From an optimization exercise on the open Yosys and OpenROAD flow, aimed at small area, a short achievable clock period and few clock cycles per item; shortcuts taken in it are not production practice.
In this exercise RTL edits were held to simulation tests only and were not proved equivalent to the original.

`flow/design.v`:
```
package trli_pkg;
  localparam int unsigned SLOTS   = 16;
  localparam int unsigned IW      = 4;
  localparam int unsigned HM_W    = 11;    
  localparam int unsigned LVL_W   = 8;
  localparam int unsigned NCH     = 4;
  localparam int unsigned SEC_DAY = 86400;
  localparam logic OP_LOAD = 1'b0;
  localparam logic OP_TICK = 1'b1;
endpackage
module trli_ctrl (
  input  logic        clk_i,
  input  logic        rst_ni,
  input  logic        in_valid_i,
  output logic        in_ready_o,
  input  logic        op_i,
  input  logic [3:0]  entry_index_i,
  input  logic        entry_valid_i,
  input  logic [4:0]  entry_hour_i,
  input  logic [5:0]  entry_minute_i,
  input  logic [7:0]  entry_red_i,
  input  logic [7:0]  entry_green_i,
  input  logic [7:0]  entry_blue_i,
  input  logic [7:0]  entry_white_i,
  input  logic [31:0] now_unix_i,
  input  logic [4:0]  now_hour_i,
  input  logic [5:0]  now_minute_i,
  input  logic        go_i,        
  output logic        done_o,      
  output logic        empty_o,
  output logic [31:0] prev_tp_o,
  output logic [31:0] next_tp_o,
  output logic [31:0] unix_o,
  output logic [31:0] plvl_o,
  output logic [31:0] nlvl_o
);
  localparam int unsigned SLOTS   = trli_pkg::SLOTS;
  localparam int unsigned IW      = trli_pkg::IW;
  localparam int unsigned HM_W    = trli_pkg::HM_W;
  localparam int unsigned SEC_DAY = trli_pkg::SEC_DAY;
  localparam logic [1:0] PH_NORM = 2'd0;
  localparam logic [1:0] PH_WALK = 2'd1;
  localparam logic [1:0] PH_SCAN = 2'd2;
  function automatic logic [10:0] hm_min(input logic [HM_W-1:0] hm);
    hm_min = 11'(hm[10:6]) * 11'd60 + 11'(hm[5:0]);
  endfunction
  function automatic logic [IW-1:0] first_set(input logic [SLOTS-1:0] v);
    first_set = '0;
    for (int i = SLOTS - 1; i >= 0; i--) if (v[i]) first_set = IW'(i);
  endfunction
  function automatic logic [IW-1:0] last_set(input logic [SLOTS-1:0] v);
    last_set = '0;
    for (int i = 0; i < SLOTS; i++) if (v[i]) last_set = IW'(i);
  endfunction
  function automatic logic [SLOTS-1:0] above(input logic [IW-1:0] a);
    for (int i = 0; i < SLOTS; i++) above[i] = (IW'(i) > a);
  endfunction
  logic [SLOTS-1:0]            valid_q;
  logic [SLOTS-1:0][HM_W-1:0]  hm_q;
  logic [SLOTS-1:0][31:0]      lvl_q;
  logic [SLOTS-1:0][16:0]      sec_q;     
  logic                        pending_q;
  function automatic logic [IW-1:0] next_valid(input logic [SLOTS-1:0] v, input logic [IW-1:0] a);
    logic [SLOTS-1:0] hi;
    hi = v & above(a);
    next_valid = (|hi) ? first_set(hi) : first_set(v);
  endfunction
  logic            in_v_q, in_op_q, in_ev_q;
  logic [IW-1:0]   in_idx_q;
  logic [HM_W-1:0] in_hm_q;      
  logic [31:0]     in_w_q;       
  logic [10:0]     in_m_q;       
  logic [16:0]     in_t;         
  logic            t_valid_q;
  logic [1:0]      ph_q;
  logic            s1_free, move, wr, tick_in, accept;
  assign s1_free    = !t_valid_q || ((ph_q == PH_NORM) && go_i);
  assign move       = in_v_q && s1_free;
  assign wr         = move && (in_op_q == trli_pkg::OP_LOAD);
  assign tick_in    = move && (in_op_q == trli_pkg::OP_TICK);
  assign in_ready_o = !in_v_q || s1_free;
  assign accept     = in_valid_i && in_ready_o;
  always_ff @(posedge clk_i or negedge rst_ni) begin
    if (!rst_ni) begin
      in_v_q <= 1'b0;
    end else if (accept) begin
      in_v_q <= 1'b1;
    end else if (move) begin
      in_v_q <= 1'b0;
    end
  end
  always_ff @(posedge clk_i) begin
    if (accept) begin
      in_op_q  <= op_i;
      in_idx_q <= entry_index_i;
      in_ev_q  <= entry_valid_i;
      in_hm_q  <= op_i ? {now_hour_i, now_minute_i} : {entry_hour_i, entry_minute_i};
      in_w_q   <= op_i ? now_unix_i
                       : {entry_white_i, entry_blue_i, entry_green_i, entry_red_i};
      in_m_q   <= hm_min(op_i ? {now_hour_i, now_minute_i} : {entry_hour_i, entry_minute_i});
    end
  end
  assign in_t = (17'(in_m_q) << 6) - (17'(in_m_q) << 2);
  always_ff @(posedge clk_i or negedge rst_ni) begin
    if (!rst_ni) begin
      hm_q[0]  <= '0;
      lvl_q[0] <= '0;
      sec_q[0] <= '0;
      hm_q[1]  <= {5'd12, 6'd0};
      lvl_q[1] <= '1;
      sec_q[1] <= 17'd43200;
    end else begin
      if (wr && in_idx_q == 4'd0) begin
        hm_q[0]  <= in_hm_q;
        lvl_q[0] <= in_w_q;
        sec_q[0] <= in_t;
      end
      if (wr && in_idx_q == 4'd1) begin
        hm_q[1]  <= in_hm_q;
        lvl_q[1] <= in_w_q;
        sec_q[1] <= in_t;
      end
    end
  end
  for (genvar s = 2; s < SLOTS; s++) begin : g_slot
    always_ff @(posedge clk_i) begin
      if (wr && in_idx_q == 4'(s)) begin
        hm_q[s]  <= in_hm_q;
        lvl_q[s] <= in_w_q;
        sec_q[s] <= in_t;
      end
    end
  end
  always_ff @(posedge clk_i or negedge rst_ni) begin
    if (!rst_ni) begin
      valid_q <= SLOTS'(2'b11);
    end else if (wr) begin
      valid_q[in_idx_q] <= in_ev_q;
    end
  end
  logic [SLOTS-1:0] later_m, before_m, gt_m, lt_m;
  logic [IW-1:0]    nx, pv, fv0, lv0, r_next0, r_prev0, r_next2_0;
  logic             has_later, r_walk0, r_empty0, r_bn0;
  always_comb begin
    for (int s = 0; s < SLOTS; s++) begin
      gt_m[s] = (hm_q[s] > in_hm_q);
      lt_m[s] = (hm_q[s] < in_hm_q);
    end
    later_m   = valid_q & gt_m;
    nx        = first_set(later_m);
    before_m  = valid_q & ~above(nx) & ~(SLOTS'(1) << nx);
    pv        = last_set(before_m);
    fv0       = first_set(valid_q);
    lv0       = last_set(valid_q);
    has_later = |later_m;
    r_next0   = has_later ? nx : fv0;
    r_prev0   = has_later ? pv : lv0;
    r_walk0   = has_later && !(|before_m);
    r_bn0     = !has_later && lt_m[fv0];
    r_empty0  = !(|valid_q);
    r_next2_0 = next_valid(valid_q, r_next0);
  end
  logic [IW-1:0]    fv_q, walk_q, walk_d, stop;
  logic [HM_W-1:0]  fvhm_q;
  logic [SLOTS-1:0] same_m, walk_m;
  always_comb begin
    for (int j = 0; j < SLOTS; j++)
      same_m[j] = valid_q[j] && (hm_q[j] == fvhm_q);
    same_m = same_m & above(fv_q);
    stop   = first_set(same_m);
    walk_m = valid_q & above(fv_q);
    if (|same_m) walk_m = walk_m & ~above(stop) & ~(SLOTS'(1) << stop);
    walk_d = (|walk_m) ? last_set(walk_m) : fv_q;
  end
  logic [31:0]     u_q, ut_q;      
  logic [HM_W-1:0] n_q;
  logic [IW-1:0]   r_next_q, r_prev_q, r_next2_q;
  logic            r_walk_q, r_empty_q;
  logic [IW-1:0]   prev_q, next_q, next2_q, next3_q;
  logic [HM_W-1:0] hm2_q;
  logic [16:0]     t2_q;
  logic [17:0]     t2d_q;       
  logic [31:0]     prev_tp_q, next_tp_q;
  logic            empty_q;
  logic [IW-1:0]   prev_sel, nv3;
  logic [HM_W-1:0] hm_2, hm_3;
  logic [SLOTS-1:0] r_gt_q;
  logic            r_bn_q, r_bp_q;
  logic [16:0]     sec_p, sec_n, sec_2, sec_3;
  logic [31:0]     r_ptp, r_ntp, cand_tp;
  logic            adv;
  logic [IW-1:0]   prev_n, next_n;
  assign prev_sel = r_walk_q ? walk_q : r_prev_q;
  assign hm_2     = hm_q[r_next2_q];
  assign hm_3     = hm_q[next3_q];
  assign sec_p    = sec_q[prev_sel];
  assign sec_n    = sec_q[r_next_q];
  assign sec_2    = sec_q[r_next2_q];
  assign sec_3    = sec_q[next3_q];
  assign nv3      = next_valid(valid_q, (ph_q == PH_SCAN) ? r_next2_q : next3_q);
  assign r_ntp = ut_q + 32'(sec_n) + (r_bn_q ? 32'(SEC_DAY) : 32'd0);
  assign r_ptp = ut_q + 32'(sec_p) - (r_bp_q ? 32'(SEC_DAY) : 32'd0);
  assign adv     = (ph_q == PH_NORM) && !empty_q && (next_tp_q < u_q);
  assign cand_tp = ut_q + ((hm2_q < n_q) ? 32'(t2d_q) : 32'(t2_q));
  assign prev_n  = adv ? next_q  : prev_q;
  assign next_n  = adv ? next2_q : next_q;
  assign done_o    = t_valid_q && (ph_q == PH_NORM) && go_i;
  assign empty_o   = empty_q;
  assign prev_tp_o = adv ? next_tp_q : prev_tp_q;
  assign next_tp_o = adv ? cand_tp   : next_tp_q;
  assign unix_o    = u_q;
  assign plvl_o    = lvl_q[prev_n];
  assign nlvl_o    = lvl_q[next_n];
  always_ff @(posedge clk_i or negedge rst_ni) begin
    if (!rst_ni) begin
      pending_q <= 1'b1;
      t_valid_q <= 1'b0;
      ph_q      <= PH_NORM;
      empty_q   <= 1'b0;
    end else begin
      if (wr) pending_q <= 1'b1;
      if (tick_in) begin
        t_valid_q <= 1'b1;
        pending_q <= 1'b0;
        ph_q      <= !pending_q ? PH_NORM : (r_walk0 && !r_empty0) ? PH_WALK : PH_SCAN;
      end else if (done_o) begin
        t_valid_q <= 1'b0;
      end
      if (t_valid_q && (ph_q == PH_WALK)) ph_q <= PH_SCAN;
      if (t_valid_q && (ph_q == PH_SCAN)) begin
        ph_q    <= PH_NORM;
        empty_q <= r_empty_q;
      end
    end
  end
  always_ff @(posedge clk_i) begin
    fv_q   <= first_set(valid_q);
    fvhm_q <= hm_q[first_set(valid_q)];
    walk_q <= walk_d;
    if (t_valid_q && (ph_q == PH_WALK)) r_bp_q <= r_gt_q[walk_d];
    if (tick_in) begin
      u_q       <= in_w_q;
      n_q       <= in_hm_q;
      ut_q      <= in_w_q - 32'(in_t);
      r_gt_q    <= gt_m;
      r_bn_q    <= r_bn0;
      r_bp_q    <= 1'b0;
      r_next_q  <= r_next0;
      r_prev_q  <= r_prev0;
      r_next2_q <= r_next2_0;
      r_walk_q  <= r_walk0;
      r_empty_q <= r_empty0;
    end
    if (t_valid_q && (ph_q == PH_SCAN)) begin
      prev_q    <= prev_sel;
      next_q    <= r_next_q;
      next2_q   <= r_next2_q;
      next3_q   <= nv3;
      prev_tp_q <= r_ptp;
      next_tp_q <= r_ntp;
      hm2_q     <= hm_2;
      t2_q      <= sec_2;
      t2d_q     <= 18'(sec_2) + 18'(SEC_DAY);
    end
    if (done_o && adv) begin
      prev_q    <= next_q;
      next_q    <= next2_q;
      next2_q   <= next3_q;
      next3_q   <= nv3;
      prev_tp_q <= next_tp_q;
      next_tp_q <= cand_tp;
      hm2_q     <= hm_3;
      t2_q      <= sec_3;
      t2d_q     <= 18'(sec_3) + 18'(SEC_DAY);
    end
  end
endmodule
module trli_datapath (
  input  logic        clk_i,
  input  logic        rst_ni,
  output logic        go_o,
  input  logic        in_valid_i,
  input  logic        empty_i,
  input  logic [31:0] prev_tp_i,
  input  logic [31:0] next_tp_i,
  input  logic [31:0] unix_i,
  input  logic [31:0] plvl_i,
  input  logic [31:0] nlvl_i,
  input  logic        out_ready_i,
  output logic        out_valid_o,
  output logic        active_o,
  output logic [31:0] level_o
);
  localparam int unsigned NCH = trli_pkg::NCH;
  localparam int unsigned WW  = 44;    
  localparam int unsigned CAP = 8;     
  function automatic logic [4:0] lzc32(input logic [31:0] v);
    lzc32 = 5'd31;
    for (int i = 0; i < 32; i++) if (v[i]) lzc32 = 5'(31 - i);
  endfunction
  function automatic logic [2*WW+15:0] srt(input logic [WW-1:0] s_i, input logic [WW-1:0] c_i,
                                           input logic [31:0] d, input logic [7:0] qp_i,
                                           input logic [7:0] qn_i, input int n);
    logic [WW-1:0] s, cy, s2, c2, t, dx;
    logic [3:0]    y;
    logic [7:0]    qp, qn;
    logic          qpos, qneg;
    s  = s_i;
    cy = c_i;
    qp = qp_i;
    qn = qn_i;
    dx = {3'b000, d, 9'b0};
    for (int b = 0; b < 3; b++) begin
      if (b < n) begin
        s2    = s << 1;
        c2    = cy << 1;
        y     = s2[WW-1:WW-4] + c2[WW-1:WW-4];
        qpos  = !y[3];
        qneg  = y[3] && (y != 4'b1111);
        t     = qpos ? ~dx : (qneg ? dx : '0);
        c2[0] = qpos;
        s     = s2 ^ c2 ^ t;
        cy    = ((s2 & c2) | (s2 & t) | (c2 & t)) << 1;
        qp    = {qp[6:0], qpos};
        qn    = {qn[6:0], qneg};
      end
    end
    srt = {s, cy, qp, qn};
  endfunction
  function automatic logic sum_sign(input logic [WW-1:0] s, input logic [WW-1:0] c);
    logic [63:0] g, p;
    g = '0;
    p = '1;
    for (int i = 0; i < WW - 1; i++) begin
      g[i] = s[i] & c[i];
      p[i] = s[i] | c[i];
    end
    for (int w = 32; w >= 1; w = w / 2) begin
      for (int i = 0; i < w; i++) begin
        g[i] = g[2*i+1] | (p[2*i+1] & g[2*i]);
        p[i] = p[2*i+1] & p[2*i];
      end
    end
    sum_sign = s[WW-1] ^ c[WW-1] ^ g[0];
  endfunction
  logic go;
  logic [3:0] credit_q, fill_q;
  assign go   = (credit_q != 4'(CAP));
  assign go_o = go;
  logic        va_q, empa_q;
  logic [31:0] ptpa_q, ntpa_q, ua_q;
  logic [NCH-1:0][7:0] pla_q, nla_q;
  logic [31:0] dena, nra, numa, nmca;
  logic        den0a;
  logic [NCH-1:0][7:0] ea, basea;
  logic [NCH-1:0]      nega;
  always_comb begin
    dena  = ntpa_q - ptpa_q;
    nra   = ua_q - ptpa_q;
    den0a = (dena == '0);
    if (((ua_q < ptpa_q) && !(ntpa_q < ptpa_q)) ||
        (((ua_q < ptpa_q) == (ntpa_q < ptpa_q)) && (ua_q > ntpa_q))) begin
      numa = dena;
      nmca = '0;
    end else begin
      numa = nra;
      nmca = ntpa_q - ua_q;
    end
    for (int c = 0; c < NCH; c++) begin
      nega[c]  = (nla_q[c] < pla_q[c]) && !den0a;
      ea[c]    = (nla_q[c] < pla_q[c]) ? (pla_q[c] - nla_q[c]) : (nla_q[c] - pla_q[c]);
      basea[c] = nega[c] ? nla_q[c] : pla_q[c];
    end
  end
  logic        vb_q, empb_q, den0b_q;
  logic [31:0] denb_q, numb_q, nmcb_q;
  logic [NCH-1:0][7:0] eb_q, baseb_q;
  logic [NCH-1:0]      negb_q;
  logic [4:0]  zb;
  logic [31:0] db, nnb, ncb;
  logic [NCH-1:0][WW-1:0] xs_b, xc_b;
  always_comb begin
    zb  = lzc32(denb_q);
    db  = denb_q << zb;
    nnb = numb_q << zb;
    ncb = nmcb_q << zb;
    for (int c = 0; c < NCH; c++) begin
      logic [WW-1:0] m, dd, pp0, pp1, pp2, pp3, pp4, pp5, pp6, pp7;
      logic [WW-1:0] s1a, c1a, s1b, c1b, s1c, c1c, s2a, c2a, s2b, c2b, s3, c3;
      m   = WW'(negb_q[c] ? ncb : nnb);
      dd  = WW'(db);
      pp0 = eb_q[c][0] ? (m << 1) : '0;
      pp1 = eb_q[c][1] ? (m << 2) : '0;
      pp2 = eb_q[c][2] ? (m << 3) : '0;
      pp3 = eb_q[c][3] ? (m << 4) : '0;
      pp4 = eb_q[c][4] ? (m << 5) : '0;
      pp5 = eb_q[c][5] ? (m << 6) : '0;
      pp6 = eb_q[c][6] ? (m << 7) : '0;
      pp7 = eb_q[c][7] ? (m << 8) : '0;
      s1a = pp0 ^ pp1 ^ pp2;
      c1a = ((pp0 & pp1) | (pp0 & pp2) | (pp1 & pp2)) << 1;
      s1b = pp3 ^ pp4 ^ pp5;
      c1b = ((pp3 & pp4) | (pp3 & pp5) | (pp4 & pp5)) << 1;
      s1c = pp6 ^ pp7 ^ dd;
      c1c = ((pp6 & pp7) | (pp6 & dd) | (pp7 & dd)) << 1;
      s2a = s1a ^ c1a ^ s1b;
      c2a = ((s1a & c1a) | (s1a & s1b) | (c1a & s1b)) << 1;
      s2b = c1b ^ s1c ^ c1c;
      c2b = ((c1b & s1c) | (c1b & c1c) | (s1c & c1c)) << 1;
      s3  = s2a ^ c2a ^ s2b;
      c3  = ((s2a & c2a) | (s2a & s2b) | (c2a & s2b)) << 1;
      xs_b[c] = s3 ^ c3 ^ c2b;
      xc_b[c] = ((s3 & c3) | (s3 & c2b) | (c3 & c2b)) << 1;
    end
  end
  logic        vc_q, empc_q, den0c_q;
  logic [31:0] dc_q;
  logic [NCH-1:0][WW-1:0] sc_q, cc_q;
  logic [NCH-1:0][7:0]    basec_q;
  logic        vd_q, empd_q, den0d_q;
  logic [31:0] dd_q;
  logic [NCH-1:0][WW-1:0] sd_q, cd_q;
  logic [NCH-1:0][7:0]    qpd_q, qnd_q, based_q;
  logic        ve_q, empe_q, den0e_q;
  logic [31:0] de_q;
  logic [NCH-1:0][WW-1:0] se_q, ce_q;
  logic [NCH-1:0][7:0]    qpe_q, qne_q, basee_q;
  logic [NCH-1:0][WW-1:0] sd_d, cd_d, se_d, ce_d, sf_d, cf_d;
  logic [NCH-1:0][7:0]    qpd_d, qnd_d, qpe_d, qne_d, qpf_d, qnf_d;
  always_comb begin
    for (int c = 0; c < NCH; c++) begin
      {sd_d[c], cd_d[c], qpd_d[c], qnd_d[c]} = srt(sc_q[c], cc_q[c], dc_q, 8'h00, 8'h00, 3);
      {se_d[c], ce_d[c], qpe_d[c], qne_d[c]} = srt(sd_q[c], cd_q[c], dd_q, qpd_q[c], qnd_q[c], 3);
      {sf_d[c], cf_d[c], qpf_d[c], qnf_d[c]} = srt(se_q[c], ce_q[c], de_q, qpe_q[c], qne_q[c], 2);
    end
  end
  logic        vf_q, empf_q, den0f_q;
  logic [NCH-1:0]      negf_q;
  logic [NCH-1:0][7:0] qpf_q, qnf_q, basef_q;
  logic [NCH-1:0] negf;
  always_comb begin
    for (int c = 0; c < NCH; c++) begin
      negf[c] = sum_sign(sf_d[c], cf_d[c]);
    end
  end
  logic [NCH-1:0][7:0] res;
  always_comb begin
    for (int c = 0; c < NCH; c++) begin
      res[c] = basef_q[c] + qpf_q[c] - qnf_q[c] - 8'(negf_q[c]);
      if (den0f_q) res[c] = basef_q[c];
      if (empf_q)  res[c] = '0;
    end
  end
  always_ff @(posedge clk_i or negedge rst_ni) begin
    if (!rst_ni) begin
      va_q <= 1'b0;
      vb_q <= 1'b0;
      vc_q <= 1'b0;
      vd_q <= 1'b0;
      ve_q <= 1'b0;
      vf_q <= 1'b0;
    end else begin
      va_q <= in_valid_i;
      vb_q <= va_q;
      vc_q <= vb_q;
      vd_q <= vc_q;
      ve_q <= vd_q;
      vf_q <= ve_q;
    end
  end
  always_ff @(posedge clk_i) begin
    empa_q  <= empty_i;
    ptpa_q  <= prev_tp_i;
    ntpa_q  <= next_tp_i;
    ua_q    <= unix_i;
    pla_q   <= plvl_i;
    nla_q   <= nlvl_i;
    empb_q  <= empa_q;
    den0b_q <= den0a;
    denb_q  <= dena;
    numb_q  <= numa;
    nmcb_q  <= nmca;
    eb_q    <= ea;
    baseb_q <= basea;
    negb_q  <= nega;
    empc_q  <= empb_q;
    den0c_q <= den0b_q;
    dc_q    <= db;
    sc_q    <= xs_b;
    cc_q    <= xc_b;
    basec_q <= baseb_q;
    empd_q  <= empc_q;
    den0d_q <= den0c_q;
    dd_q    <= dc_q;
    sd_q    <= sd_d;
    cd_q    <= cd_d;
    qpd_q   <= qpd_d;
    qnd_q   <= qnd_d;
    based_q <= basec_q;
    empe_q  <= empd_q;
    den0e_q <= den0d_q;
    de_q    <= dd_q;
    se_q    <= se_d;
    ce_q    <= ce_d;
    qpe_q   <= qpe_d;
    qne_q   <= qne_d;
    basee_q <= based_q;
    empf_q  <= empe_q;
    den0f_q <= den0e_q;
    negf_q  <= negf;
    qpf_q   <= qpf_d;
    qnf_q   <= qnf_d;
    basef_q <= basee_q;
  end
  logic [CAP-1:0][32:0] q_q;
  logic [3:0]           head_q, tail_q;
  logic                 pop;
  logic [32:0]          res_w;
  assign res_w = {!empf_q, res};
  assign pop   = (fill_q != '0) && out_ready_i;
  always_ff @(posedge clk_i or negedge rst_ni) begin
    if (!rst_ni) begin
      credit_q <= '0;
      fill_q   <= '0;
      head_q   <= '0;
      tail_q   <= '0;
    end else begin
      credit_q <= credit_q + 4'(in_valid_i) - 4'(pop);
      fill_q   <= fill_q + 4'(vf_q) - 4'(pop);
      if (vf_q) tail_q <= (tail_q == 4'(CAP - 1)) ? '0 : tail_q + 1'b1;
      if (pop)  head_q <= (head_q == 4'(CAP - 1)) ? '0 : head_q + 1'b1;
    end
  end
  always_ff @(posedge clk_i) begin
    for (int i = 0; i < CAP; i++)
      if (vf_q && tail_q == 4'(i)) q_q[i] <= res_w;
  end
  assign out_valid_o = (fill_q != '0);
  assign active_o    = q_q[head_q][32];
  assign level_o     = q_q[head_q][31:0];
endmodule
module timed_rgbw_light_interpolator_top #(
  parameter int unsigned SLOTS = 16
) (
  input  logic        clk_i,
  input  logic        rst_ni,
  input  logic        in_valid_i,
  output logic        in_ready_o,
  input  logic        op_i,
  input  logic [3:0]  entry_index_i,
  input  logic        entry_valid_i,
  input  logic [4:0]  entry_hour_i,
  input  logic [5:0]  entry_minute_i,
  input  logic [7:0]  entry_red_i,
  input  logic [7:0]  entry_green_i,
  input  logic [7:0]  entry_blue_i,
  input  logic [7:0]  entry_white_i,
  input  logic [31:0] now_unix_i,
  input  logic [4:0]  now_hour_i,
  input  logic [5:0]  now_minute_i,
  output logic        out_valid_o,
  input  logic        out_ready_i,
  output logic        active_o,
  output logic [7:0]  level_red_o,
  output logic [7:0]  level_green_o,
  output logic [7:0]  level_blue_o,
  output logic [7:0]  level_white_o
);
  logic        go, done, empty;
  logic [31:0] prev_tp, next_tp, unix, plvl, nlvl, level;
  trli_ctrl u_ctrl (
    .clk_i          (clk_i),
    .rst_ni         (rst_ni),
    .in_valid_i     (in_valid_i),
    .in_ready_o     (in_ready_o),
    .op_i           (op_i),
    .entry_index_i  (entry_index_i),
    .entry_valid_i  (entry_valid_i),
    .entry_hour_i   (entry_hour_i),
    .entry_minute_i (entry_minute_i),
    .entry_red_i    (entry_red_i),
    .entry_green_i  (entry_green_i),
    .entry_blue_i   (entry_blue_i),
    .entry_white_i  (entry_white_i),
    .now_unix_i     (now_unix_i),
    .now_hour_i     (now_hour_i),
    .now_minute_i   (now_minute_i),
    .go_i           (go),
    .done_o         (done),
    .empty_o        (empty),
    .prev_tp_o      (prev_tp),
    .next_tp_o      (next_tp),
    .unix_o         (unix),
    .plvl_o         (plvl),
    .nlvl_o         (nlvl)
  );
  trli_datapath u_datapath (
    .clk_i       (clk_i),
    .rst_ni      (rst_ni),
    .go_o        (go),
    .in_valid_i  (done),
    .empty_i     (empty),
    .prev_tp_i   (prev_tp),
    .next_tp_i   (next_tp),
    .unix_i      (unix),
    .plvl_i      (plvl),
    .nlvl_i      (nlvl),
    .out_ready_i (out_ready_i),
    .out_valid_o (out_valid_o),
    .active_o    (active_o),
    .level_o     (level)
  );
  assign level_red_o   = level[7:0];
  assign level_green_o = level[15:8];
  assign level_blue_o  = level[23:16];
  assign level_white_o = level[31:24];
endmodule
```
`flow/run.sh`:
```
#!/bin/bash
# synth_recipe.tcl (not shown) runs the flow's synth.tcl, then flattens the netlist and writes it again
# the make line also repeats each setting of config.mk as NAME=value (left out here)
make -C /OpenROAD-flow-scripts/flow DESIGN_CONFIG=/design/flow/config.mk WORK_HOME=/design/flow/orfs CLKGATE_MAP_FILE= SYNTH_SCRIPT=/design/flow/synth_recipe.tcl finish
```
`flow/config.mk`:
```
export PLATFORM = sky130hd
export DESIGN_NAME = timed_rgbw_light_interpolator_top
export DESIGN_NICKNAME = timed_rgbw_light_interpolator_top
export VERILOG_FILES = /design/flow/design.v
export SDC_FILE = /design/flow/constraint.sdc
export NUM_CORES = 4
export LEC_CHECK = 0
export ABC_CLOCK_PERIOD_IN_PS = 4000
export CAP_MARGIN = 20
export CORE_MARGIN = 2
export CORE_UTILIZATION = 45
export PLACE_DENSITY = 0.6
export SETUP_SLACK_MARGIN = 5
export SLEW_MARGIN = 20
```
`flow/constraint.sdc`:
```
create_clock -name core_clock -period 12.0 [get_ports {clk_i}]
set_input_delay 2.4000 -clock core_clock [delete_from_list [all_inputs] [get_ports {clk_i}]]
set_output_delay 2.4000 -clock core_clock [all_outputs]
set_load 0.01 [all_outputs]
```
==> results.txt, run 1 <==
- Result of the run: complete, no violations
- Wirelength, routed: 738 mm
- Top cell type by total area after synthesis: sky130_fd_sc_hd__fa_1
- FMAX: 143 MHz
- Number of maximum-capacitance constraint violations: 0
- Detailed-route vias per instance: 5.82
- Hold-critical path depth: 0
- Count of hold buffers inserted by post-cts repair: 0
- Chip Height: 681 um
- RSZ-0062 raised after global routing: true
- Latest clock arrival within the worst-skew pair: 1010 ps
- Std cell rows: 248
- CTS tree: yes
- Endpoint class of the critical path: flip-flop
- Remaining global-route overflow: 0
- Peak fanout along the critical path: 16
- Number of levels in the clock H-tree: 5
- Max-slew violation count: 0
- Seq cells post-synth: 3,142
- Number of different library cells in the post-synthesis netlist: 93
- Count of input and output buffers: 130
- Register-to-Register Setup Slack: 5000 ps
- Number of remaining DRC errors: 0
- Total track usage: 0.311
- Fraction of final layout cells with drive strength greater than 1: 0.122
- Syn Std Cell Area: 206,000 um^2
- Class of the most critical hold timing path: reg -> reg
- Min-delay src: u_datapath.basee_q[1]
- Final weighted congestion in routability-driven placement: 0.984
- Number of DRC markers after the initial detailed-route iteration: 17,200
- Number of nets in the layout: 23,100
- Minimum clock period after layout: 7000 ps
- Launching point of the worst reg2reg path: u_ctrl.in_hm_q[6]
- DR WL/cell: 28.0 um
- Final sum of negative setup slack: 0 ps
- Post-route non-filler standard cell count: 26,400
- Startpoint-to-endpoint class of the critical path: reg -> reg
- Top area cells in the synthesized netlist: sky130_fd_sc_hd__fa_1 (21%), sky130_fd_sc_hd__edfxtp_1 (20%), sky130_fd_sc_hd__dfxtp_1 (16%), sky130_fd_sc_hd__nand2_1 (5.6%), sky130_fd_sc_hd__ha_1 (4.9%)
- Number of endpoints with negative hold slack in the final report: 0
- Number of inserted filler cells in the final layout: 40,500
- Syn Inst Count: 19,900
- Number of iterations in the first detailed-routing pass: 8
- First-pass GRT wire length: 1050 mm
- Setup slack at placement: 2300 ps
- Number of antenna violations at the first check in global routing: 69
- Worst reg2reg path endpoint: u_ctrl.r_next2_q[0]
- I/O pin cnt: 131
- Clock Pin Slew Worst Setup and Hold Paths: 60 ps
- Final worst clock skew: 81.1 ps
- DRT antenna net count: 0
- Number of nets produced by synthesis: 22,900
- Top flip-flop cell by instance count after synthesis: sky130_fd_sc_hd__dfxtp_1
- FFs w/ async S/R, synth: 0.0503
- CTS Buf Count: 350
- Full die area: 463,000 um^2
- Startpoint Class: flip-flop
- Count of final setup violators: 0
- Root Driver: sky130_fd_sc_hd__clkbuf_16
- Via count of the first global-routing pass: 151,000
- Half-perimeter wire length after placement: 529 mm
- Number of vias after detailed routing: 154,000
- Critical path launch point: u_ctrl.in_hm_q[6]
- Post-route worst hold slack: 317 ps
- Fin crit share: 0.583
- Total core area: 456,000 um^2
- Worst Path Required: 12,670 ps
- Largest net degree at the start of global routing: 167
- Die Width: 681 um
- Logic depth of the worst register-to-register path: 18
- Top cells by instance count after synthesis: sky130_fd_sc_hd__nand2_1 (3,079), sky130_fd_sc_hd__inv_1 (2,558), sky130_fd_sc_hd__fa_1 (2,118)
- Most frequent cell after synthesis: sky130_fd_sc_hd__nand2_1
- Endpoint of the most critical setup path: u_ctrl.r_next2_q[0]
- Bufs on Longest Clock Path: 4
- Register area share after synthesis: 0.375
- Number of clock sinks: 3,142
- Number of enable-type register cells in the synthesized netlist: 1,341
- Worst slew pin tran: 1210 ps
- Syn-to-layout area delta: 13.1%
- Slew Limit Headroom: 0.184
- Effective utilization at floorplan: 0.452
- Mean instance size in the synthesized netlist: 10.3 um^2
- YS warnings: 2
- Placed Instances: 25,400
- Area share of the largest cell type after synthesis: 0.206
- Arrival time worst endpoint: 7670 ps
- PnR worst setup slack: 5000 ps
==> through the flow <==
| stage | util | cell area (um^2) |
|---|---|---|
| after floorplan | - | 208000 |
| after global placement | 0.474 | 216000 |
| after detailed placement | 0.475 | 216000 |
| after CTS | 0.507 | 231000 |
| after global routing | 0.511 | 233000 |
| final | 0.511 | 233000 |
==> critical path, cell delays in order, from the launching register on <==
cell,delay (ps)
sky130_fd_sc_hd__edfxtp_1,370
sky130_fd_sc_hd__buf_4,240
sky130_fd_sc_hd__inv_1,620
sky130_fd_sc_hd__buf_4,360
sky130_fd_sc_hd__ha_1,290
sky130_fd_sc_hd__a21oi_1,160
sky130_fd_sc_hd__a21oi_1,90
sky130_fd_sc_hd__or3_1,490
sky130_fd_sc_hd__o21ai_1,660
sky130_fd_sc_hd__nand4_1,490
sky130_fd_sc_hd__nand4bb_1,470
sky130_fd_sc_hd__o21ai_1,680
sky130_fd_sc_hd__clkinv_1,460
sky130_fd_sc_hd__nand2_1,240
sky130_fd_sc_hd__mux2_2,350
sky130_fd_sc_hd__a221o_1,310
sky130_fd_sc_hd__a21o_1,170
sky130_fd_sc_hd__nor2_1,80
sky130_fd_sc_hd__o221ai_1,120
==> state kept, by name, summed over array words and instances, names as in the netlist, 152 cells and up <==
register,flops
u_datapath.q_q,264
u_datapath.ce_q,160
u_datapath.cd_q,159
u_ctrl.lvl_q,512
u_ctrl.sec_q,224
u_datapath.sc_q,160
u_datapath.se_q,164
u_ctrl.hm_q,176
u_datapath.cc_q,152
u_datapath.sd_q,164
==> final cells by class <==
cell class              instances  area, um^2  share of cell area
clock buffers                 461        9960              0.0428
flip-flops and latches       3142       77200               0.331
clock inverters               191        2130             0.00914
well taps                    6000        7510              0.0322
inverters                    2566        9810              0.0421
multi-input cells           13200      119000               0.510
repair buffers                749        7340              0.0315
diodes                         48         120            0.000515
==> cell families after synthesis <==
group / after synthesis / share of synthesized area
AOI/OAI and AO/OA: 3036 / 0.0886
muxes: 962 / 0.0721
adders and majority gates: 2977 / 0.257
and+or+nand+nor: 5684 / 0.119
xor gates and xnor gates: 545 / 0.0232
buffers and inverters: 3559 / 0.0649
DFF: 3142 / 0.375
==> routing by layer <==
metal,part of all wire,track usage,vias up
li1,-,-,66700
met1,0.39,0.411,76600
met2,0.45,0.483,8292
met3,0.10,0.0659,1884
met4,0.062,0.161,32
met5,0.00036,0,-
==> worst min path at each step <==
| stage | endpoint | slack (ps) |
|---|---|---|
| after CTS | u_datapath.basee_q[30] | 320 |
| after floorplan | u_datapath.basec_q[0] | 310 |
| after detailed placement | u_datapath.basee_q[13] | 310 |
| after global routing | u_datapath.den0c_q | 320 |
| after global placement | u_datapath.basee_q[13] | 310 |
| final | u_datapath.basef_q[1] | 320 |
==> cell usage in the layout, fill, tap and decap left out, types with 370 or more instances in the layout <==
cell                        netlist  layout
sky130_fd_sc_hd__clkbuf_16        0     370
sky130_fd_sc_hd__nand2_1       3079    3036
sky130_fd_sc_hd__edfxtp_1      1341    1341
sky130_fd_sc_hd__inv_1         2558    2514
sky130_fd_sc_hd__o21ai_0        981     862
sky130_fd_sc_hd__mux4_2         396     396
sky130_fd_sc_hd__ha_1           811     793
sky130_fd_sc_hd__nor2_1        1033     992
sky130_fd_sc_hd__buf_4            1     513
sky130_fd_sc_hd__fa_1          2118    2096
sky130_fd_sc_hd__nand3_1        600     594
sky130_fd_sc_hd__a21oi_1        941     862
sky130_fd_sc_hd__dfxtp_1       1643    1606
==> timing repair <==
item                                    CTS  global route
cloned                                   34            11
resized for setup                       226           169
endpoints found under the setup margin  877           742
pin swaps                                51           114
buffers inserted                        106            85
Testbench counts, summed over its fixed seeds: cycles 2,353, ticks 1,920.
==> run 2, diff against run 1 <==
--- a/flow/design.v
+++ b/flow/design.v
@@ -60,3 +60,3 @@
   logic [SLOTS-1:0][31:0]      lvl_q;
-  logic [SLOTS-1:0][16:0]      sec_q;     
+  logic [SLOTS-1:0][10:0]      min_q;     
   logic                        pending_q;
@@ -107,6 +107,6 @@
       lvl_q[0] <= '0;
-      sec_q[0] <= '0;
+      min_q[0] <= '0;
       hm_q[1]  <= {5'd12, 6'd0};
       lvl_q[1] <= '1;
-      sec_q[1] <= 17'd43200;
+      min_q[1] <= 11'd720;
     end else begin
@@ -115,3 +115,3 @@
         lvl_q[0] <= in_w_q;
-        sec_q[0] <= in_t;
+        min_q[0] <= in_m_q;
       end
@@ -120,3 +120,3 @@
         lvl_q[1] <= in_w_q;
-        sec_q[1] <= in_t;
+        min_q[1] <= in_m_q;
       end
@@ -129,3 +129,3 @@
         lvl_q[s] <= in_w_q;
-        sec_q[s] <= in_t;
+        min_q[s] <= in_m_q;
       end
@@ -195,6 +195,6 @@
   assign hm_3     = hm_q[next3_q];
-  assign sec_p    = sec_q[prev_sel];
-  assign sec_n    = sec_q[r_next_q];
-  assign sec_2    = sec_q[r_next2_q];
-  assign sec_3    = sec_q[next3_q];
+  assign sec_p    = (17'(min_q[prev_sel]) << 6) - (17'(min_q[prev_sel]) << 2);
+  assign sec_n    = (17'(min_q[r_next_q]) << 6) - (17'(min_q[r_next_q]) << 2);
+  assign sec_2    = (17'(min_q[r_next2_q]) << 6) - (17'(min_q[r_next2_q]) << 2);
+  assign sec_3    = (17'(min_q[next3_q]) << 6) - (17'(min_q[next3_q]) << 2);
   assign nv3      = next_valid(valid_q, (ph_q == PH_SCAN) ? r_next2_q : next3_q);
==> run 2 against run 1 <==
Compared with the run above:
- still clean on timing, DRC and antenna
- synthesized cell count down 0.50%
- global-route usage up 0.061 points
- critical path depth up 15
- cell area up 0.35%
- largest cell class unchanged
==> results.txt, run 2 <==
- Top cells by instance count after synthesis: sky130_fd_sc_hd__inv_1 (2,588), sky130_fd_sc_hd__nand2_1 (2,379), sky130_fd_sc_hd__fa_1 (2,118)
- YS warnings: 2 (unchanged)
- Endpoint class of the critical path: flip-flop
- Top cell type by total area after synthesis: sky130_fd_sc_hd__fa_1
- Number of nets produced by synthesis: 22,900 (-0.29%)
- Class of the most critical hold timing path: reg -> reg
- Top flip-flop cell by instance count after synthesis: sky130_fd_sc_hd__dfxtp_1
- CTS Buf Count: 346 (-1.1%)
- Count of hold buffers inserted by post-cts repair: 0 (unchanged)
- Number of different library cells in the post-synthesis netlist: 101 (+8.6%)
- Post-route non-filler standard cell count: 26,300 (-0.39%)
- Result of the run: complete, no violations
- Via count of the first global-routing pass: 151,000 (-0.073%)
- Arrival time worst endpoint: 7970 ps (+300 ps)
- Number of DRC markers after the initial detailed-route iteration: 17,100 (-0.55%)
- Total core area: 453,000 um^2 (-0.67%)
- Syn Inst Count: 19,800 (-0.50%)
- Root Driver: sky130_fd_sc_hd__clkbuf_16
- Dpl cell area: 215,000 um^2 (-0.90%)
- Master of the slowest instance on the critical path: sky130_fd_sc_hd__fa_1
- Count of input and output buffers: 130 (unchanged)
- Number of antenna violations at the first check in global routing: 53 (-23%)
- Chip Height: 679 um (-0.28%)
- Wirelength, routed: 735 mm (-0.47%)
- Fin crit share: 0.593 (+0.0100)
- Number of endpoints with negative hold slack in the final report: 0 (unchanged)
- Number of maximum-capacitance constraint violations: 0 (unchanged)
- Number of remaining DRC errors: 0 (unchanged)
- Total buffers and inverters traversed by the critical path: 5 (+1)
- Crit-path most repeated cell: sky130_fd_sc_hd__a21o_1
- Area share of the largest cell type after synthesis: 0.207 (+0.00118)
- First-pass GRT wire length: 1060 mm (+0.16%)
- Mean instance size in the synthesized netlist: 10.3 um^2 (about the same)
- Top area cells in the synthesized netlist: sky130_fd_sc_hd__fa_1 (21%), sky130_fd_sc_hd__edfxtp_1 (19%), sky130_fd_sc_hd__dfxtp_1 (16%), sky130_fd_sc_hd__ha_1 (5.1%), sky130_fd_sc_hd__inv_1 (4.7%)
- Worst Path Required: 12,850 ps (+180 ps)
- Final core area utilization: 0.516 (+0.00528)
- Commonest cells after routing, fill and taps aside: sky130_fd_sc_hd__inv_1 (2,541), sky130_fd_sc_hd__nand2_1 (2,297), sky130_fd_sc_hd__fa_1 (2,101)
- Number of clock sinks: 3,062 (-2.5%)
- Placed Instances: 25,200 (-0.82%)
- Number of vias after detailed routing: 152,000 (-1.0%)
- Leading registers by flop count: u_ctrl.lvl_q x512, u_datapath.q_q x264, u_ctrl.min_q x172
- FFs w/ async S/R, synth: 0.0483 (-0.00195)
- Number of levels in the clock H-tree: 5 (unchanged)
- I/O pin cnt: 131 (unchanged)
- Most common library cell in the layout ignoring fill and taps: sky130_fd_sc_hd__inv_1
- Worst slew pin tran: 1240 ps (+21.3 ps)
- Latest clock arrival within the worst-skew pair: 990 ps (-20 ps)
- Post-route worst hold slack: 322 ps (+5.84 ps)
- Final sum of negative setup slack: 0 ps (unchanged)
- Final weighted congestion in routability-driven placement: 0.995 (+1.1%)
- Fraction of final layout cells with drive strength greater than 1: 0.129 (+0.00733)
- FMAX: 140 MHz (-1.7%)
- Register area share after synthesis: 0.365 (-0.00935)
- Longest individual stage delay on the worst path: 570 ps (-110 ps)
- Syn-to-layout area delta: 14.2%
- Max-slew violation count: 0 (unchanged)
- Full die area: 461,000 um^2 (-0.56%)
- Number of iterations in the first detailed-routing pass: 8 (unchanged)
- Max reg flops: 512 (unchanged)
- Count of final setup violators: 0 (unchanged)
- Register with the highest flop count: u_ctrl.lvl_q
- RSZ-0062 raised after global routing: true
- Most frequent cell after synthesis: sky130_fd_sc_hd__inv_1
- Total track usage: 0.312 (+0.000606)
- CTS tree: yes
- Final worst clock skew: 75.5 ps (-5.61 ps)
- Std cell rows: 247 (-0.40%)
- Die Width: 679 um (-0.28%)
- Bufs on Longest Clock Path: 4 (unchanged)
- Startpoint Class: flip-flop
- Half-perimeter wire length after placement: 519 mm (-1.8%)
- Worst path top cell family by delay: compound AO/OA/AOI/OAI gates
- Largest net degree at the start of global routing: 156 (-6.6%)
- Remaining global-route overflow: 0 (unchanged)
- Minimum clock period after layout: 7120 ps (+120 ps)
- DRT antenna net count: 0 (unchanged)
- Number of enable-type register cells in the synthesized netlist: 1,271 (-5.2%)
- Post-route cell area: 234,000 um^2 (+0.35%)
- Detailed-route vias per instance: 5.79 (-0.63%)
- Slew Limit Headroom: 0.153 (-0.0305)
- Clock Pin Slew Worst Setup and Hold Paths: 60 ps (about the same)
- Effective utilization at floorplan: 0.452 (+0.000484)
- Number of nets in the layout: 23,000 (-0.21%)
- Seq cells post-synth: 3,062 (-2.5%)
- Syn Std Cell Area: 205,000 um^2 (-0.57%)
- Peak fanout along the critical path: 9 (-7)
- Startpoint-to-endpoint class of the critical path: reg -> reg
- DR WL/cell: 28.0 um (about the same)
[run 2: cell count changes in the layout (fill, tap and decap cells not counted), sizes merged, moves of 127 or more]
| cell | delta |
|---|---|
| nand3 | -270 |
| a211oi | +346 |
| a21oi | +179 |
| and2 | +365 |
| a31oi | +157 |
| nand2 | -699 |
| a311oi | +127 |
[run 2: worst reg2reg max path: cells and delay by family (launching register included)]
family | cells | cell delay, ps
compound gates | 15 | 2580
xor+xnor | 4 | 670
fa+ha+maj | 6 | 2350
buf+inv | 5 | 560
flops | 1 | 340
simple gates | 3 | 530
[run 2: path summary, 6_finish.rpt]
check / startpoint / to / slack [ps] / depth (start not counted)
worst max-delay path: u_datapath.ce_q[172] / u_datapath.negf_q[3] / 4880 / 33
worst min-delay path: u_datapath.based_q[17] / u_datapath.basee_q[17] / 320 / 0
worst max register to register: u_datapath.ce_q[172] / u_datapath.negf_q[3] / 4880 / 33
worst min register to register: u_datapath.based_q[17] / u_datapath.basee_q[17] / 320 / 0
max in group asynchronous: rst_ni / u_datapath.head_q[3] / 8430 / 3
min in group asynchronous: rst_ni / u_ctrl.lvl_q[0] / 1480 / 1
[run 2: final cells by class]
cell class / instances / area [um^2]
Tap cell: 5976 / 7480
Fill cell: 40200 / 219000
Multi-Input combinational cell: 13100 / 121000
Clock inverter: 161 / 2110
Inverter: 2588 / 9870
Sequential cell: 3062 / 74900
Antenna cell: 56 / 140
Clock buffer: 481 / 9990
Timing Repair Buffer: 828 / 8750
[run 2: cells by family after synthesis]
group,after synthesis,share of synthesized area
adders and majority gates,3013,0.261
buffers and inverters,3628,0.0674
and+or+nand+nor,5052,0.111
muxes,878,0.0620
xor gates and xnor gates,580,0.0249
DFF,3062,0.365
AOI/OAI and AO/OA,3593,0.108
[run 2: metrics by stage]
step	worst slack [ps]
2_1_floorplan	4820
3_3_place_gp	2060
3_5_place_dp	2000
4_1_cts	4800
5_1_grt	4680
6_report	4880
[run 2: what timing repair did]
action | in CTS | in global routing
setup buffers | 179 | 107
cloned | 47 | 10
resized for setup | 357 | 376
pin swaps | 79 | 226
setup endpoints to repair | 799 | 709
[run 2: layer usage]
| layer | global-route usage | share of wire | vias to the layer above |
|---|---|---|---|
| met5 | 0 | 0.00031 | - |
| met4 | 0.154 | 0.060 | 36 |
| met3 | 0.0658 | 0.095 | 1719 |
| met2 | 0.474 | 0.44 | 7634 |
| met1 | 0.424 | 0.41 | 75900 |
| li1 | - | - | 66700 |
Testbench counts of run 2, summed over its fixed seeds: cycles 2,353, ticks 1,920.
==> run 3, diff against run 2 <==
--- a/flow/config.mk
+++ b/flow/config.mk
@@ -10,4 +10,4 @@
 export CORE_MARGIN = 2
-export CORE_UTILIZATION = 45
-export PLACE_DENSITY = 0.6
+export CORE_UTILIZATION = 60
+export PLACE_DENSITY = 0.7
 export SETUP_SLACK_MARGIN = 5
==> run 3 against run 2 <==
Compared with the run above:
- sequential cell count unchanged
- cell area is 1.3% lower
- die area fell by 25%
- synthesized cell count unchanged
- clock skew up 11 ps
- non-clock buffer count decreased by 11
- critical endpoint is now u_datapath.negf_q[2]
==> results.txt, run 3 <==
- Fraction of final layout cells with drive strength greater than 1: 0.127 (-0.00187)
- Fin crit share: 0.590 (-0.00311)
- Crit-path most repeated cell: sky130_fd_sc_hd__maj3_2
- Worst path top cell family by delay: adder cells
- Syn Std Cell Area: 205,000 um^2 (unchanged)
- Number of clock sinks: 3,062 (unchanged)
- Max reg flops: 512 (unchanged)
- PnR worst setup slack: 4920 ps (+37.3 ps)
- Arrival time worst endpoint: 7960 ps (about the same)
- Startpoint Class: flip-flop
- Total track usage: 0.407 (+0.0949)
- Number of enable-type register cells in the synthesized netlist: 1,271 (unchanged)
- I/O pin cnt: 131 (unchanged)
- Max-slew violation count: 0 (unchanged)
- Number of endpoints with negative hold slack in the final report: 0 (unchanged)
- Class of the most critical hold timing path: reg -> reg
- Area share of the largest cell type after synthesis: 0.207 (unchanged)
- Number of different library cells in the post-synthesis netlist: 101 (unchanged)
- Std cell rows: 214 (-13%)
- Minimum clock period after layout: 7080 ps (-37.3 ps)
- Mean instance size in the synthesized netlist: 10.3 um^2 (unchanged)
- Count of hold buffers inserted by post-cts repair: 0 (unchanged)
- FMAX: 141 MHz (+0.53%)
- Top cells by instance count after synthesis: sky130_fd_sc_hd__inv_1 (2,588), sky130_fd_sc_hd__nand2_1 (2,379), sky130_fd_sc_hd__fa_1 (2,118)
- Result of the run: complete, no violations
- Total buffers and inverters traversed by the critical path: 5 (unchanged)
- CTS tree: yes
- Number of vias after detailed routing: 155,000 (+2.2%)
- Number of levels in the clock H-tree: 5 (unchanged)
- Top area cells in the synthesized netlist: sky130_fd_sc_hd__fa_1 (21%), sky130_fd_sc_hd__edfxtp_1 (19%), sky130_fd_sc_hd__dfxtp_1 (16%), sky130_fd_sc_hd__ha_1 (5.1%), sky130_fd_sc_hd__inv_1 (4.7%)
- Worst slew pin tran: 1350 ps (+113 ps)
- CTS Buf Count: 337 (-2.6%)
- Count of input and output buffers: 130 (unchanged)
- Peak fanout along the critical path: 8 (-1)
- Final core area utilization: 0.680 (+0.163)
- Half-perimeter wire length after placement: 510 mm (-1.8%)
- Register with the highest flop count: u_ctrl.lvl_q
- Register area share after synthesis: 0.365 (unchanged)
- Number of nets produced by synthesis: 22,900 (unchanged)
- Largest net degree at the start of global routing: 160 (+2.6%)
- Master of the slowest instance on the critical path: sky130_fd_sc_hd__fa_1
- Via count of the first global-routing pass: 154,000 (+1.9%)
- Clock Pin Slew Worst Setup and Hold Paths: 60 ps (about the same)
- Longest individual stage delay on the worst path: 490 ps (-80 ps)
- First-pass GRT wire length: 1030 mm (-2.8%)
- RSZ-0062 raised after global routing: true
- Effective utilization at floorplan: 0.603 (+0.151)
- Syn-to-layout area delta: 12.7%
- DRT antenna net count: 0 (unchanged)
- Worst Path Required: 12,880 ps (+30 ps)
- Final sum of negative setup slack: 0 ps (unchanged)
- Total core area: 340,000 um^2 (-25%)
- Number of remaining DRC errors: 0 (unchanged)
- Latest clock arrival within the worst-skew pair: 1000 ps (about the same)
- Most common library cell in the layout ignoring fill and taps: sky130_fd_sc_hd__inv_1
- Number of DRC markers after the initial detailed-route iteration: 17,900 (+4.7%)
- Final weighted congestion in routability-driven placement: 1.01 (+1.7%)
- Detailed-route vias per instance: 6.26 (+8.2%)
- Number of maximum-capacitance constraint violations: 0 (unchanged)
- Wirelength, routed: 721 mm (-1.8%)
- Count of final setup violators: 0 (unchanged)
- YS warnings: 2 (unchanged)
- Remaining global-route overflow: 0 (unchanged)
- Full die area: 346,000 um^2 (-25%)
- Slew Limit Headroom: 0.0917 (-0.0614)
- Syn Inst Count: 19,800 (unchanged)
- Seq cells post-synth: 3,062 (unchanged)
- Setup slack at placement: 2750 ps (+749 ps)
- Top cell type by total area after synthesis: sky130_fd_sc_hd__fa_1
- Startpoint-to-endpoint class of the critical path: reg -> reg
- Number of iterations in the first detailed-routing pass: 8 (unchanged)
- FFs w/ async S/R, synth: 0.0483 (unchanged)
- Commonest cells after routing, fill and taps aside: sky130_fd_sc_hd__inv_1 (2,539), sky130_fd_sc_hd__nand2_1 (2,303), sky130_fd_sc_hd__fa_1 (2,103)
- Final worst clock skew: 86.6 ps (+11.1 ps)
- Leading registers by flop count: u_ctrl.lvl_q x512, u_datapath.q_q x264, u_ctrl.min_q x172
- Number of antenna violations at the first check in global routing: 35 (-34%)
- Bufs on Longest Clock Path: 4 (unchanged)
- Root Driver: sky130_fd_sc_hd__clkbuf_16
- Endpoint class of the critical path: flip-flop
- Number of nets in the layout: 23,000 (-0.083%)
- DR WL/cell: 29.0 um (+3.9%)
- Most frequent cell after synthesis: sky130_fd_sc_hd__inv_1
- Die Width: 588 um (-13%)
- Top flip-flop cell by instance count after synthesis: sky130_fd_sc_hd__dfxtp_1
- Chip Height: 588 um (-13%)
-- run 3: repair_timing --
item,CTS,global route
endpoints found under the setup margin,902,705
resized for setup,294,346
gates cloned,37,18
pin swaps,63,202
setup buffers,133,134
-- run 3: final timing paths --
path	start	end	slack, ps	cells past startpoint
min in group asynchronous	rst_ni	u_ctrl.lvl_q[12]	1460	1
setup / recovery	u_datapath.se_q[128]	u_datapath.negf_q[2]	4920	34
hold reg to reg	u_datapath.baseb_q[7]	u_datapath.basec_q[7]	310	0
max in group asynchronous	rst_ni	u_datapath.head_q[2]	8500	3
setup reg to reg	u_datapath.se_q[128]	u_datapath.negf_q[2]	4920	34
hold / removal	u_datapath.baseb_q[7]	u_datapath.basec_q[7]	310	0
-- run 3: final cells by class --
| class | count | area [um^2] |
|---|---|---|
| timing repair buffer | 817 | 8440 |
| antenna | 79 | 198 |
| sequential | 3062 | 74900 |
| fill | 25500 | 109000 |
| clock buffer | 435 | 9380 |
| tap | 4536 | 5680 |
| inverter | 2588 | 9890 |
| multi-input combinational | 13100 | 120000 |
| clock inverter | 185 | 2260 |
-- run 3: logic make-up (layout without fill, tap and decap cells) --
kind of cell / after synthesis / after routing / share of synthesized area
DFF: 3062 / 3062 / 0.365
other: 0 / 79 / 0
AOI/OAI and AO/OA: 3593 / 3596 / 0.108
muxes: 878 / 879 / 0.0620
xor gates and xnor gates: 580 / 580 / 0.0249
buffers and inverters: 3628 / 4025 / 0.0674
and+or+nand+nor: 5052 / 5058 / 0.111
adders and majority gates: 3013 / 3013 / 0.261
-- run 3: stage by stage --
step	instance area [um^2]	hold WS (ps)	std cells
detailed placement	213000	312	23800
finish	231000	314	24800
CTS	228000	312	24600
global placement	213000	310	23800
global route	231000	327	24800
floorplan	207000	310	19800
-- run 3: worst reg2reg max path, delay by kind of cell, from the launching register on --
family | cells | cell delay (ps)
compound gates | 10 | 1750
xor+xnor | 4 | 680
fa+ha+maj | 10 | 3070
buf+inv | 5 | 680
flops | 1 | 360
simple gates | 5 | 470
-- run 3: metal layers --
metal  GRT usage  part of all wire
met1       0.501              0.36
met2       0.640              0.45
met3      0.0932              0.10
met4       0.279             0.085
met5     0.00164           0.00034

[re-timing with driven ports]
In the flow no input, the clock included, has a driving cell. The finished layouts below were timed again as built, in two steps. Step 1: set_driving_cell puts a clkbuf_16 on clk_i and a buf_2 on each other input, an assumption about the parent block. Step 2 times the ports against the registers' clock, not the clock port: input delays grow and output delays shrink by t, the midpoint of the rising clock arrivals with the driver on. Three values: ideal ports, drivers, drivers and shift; two values: the first two.
run	t (ns)	slack for setup (ns)	worst hold slack (ns)
run 1	1.081	5.001 / 5.001 / 5.001	0.317 / 0.317 / 0.317
run 2	1.066	4.881 / 4.881 / 4.881	0.322 / 0.322 / 0.322
run 3	1.074	4.919 / 4.919 / 4.919	0.314 / 0.314 / 0.314
After both steps setup and hold are still met in every run listed.
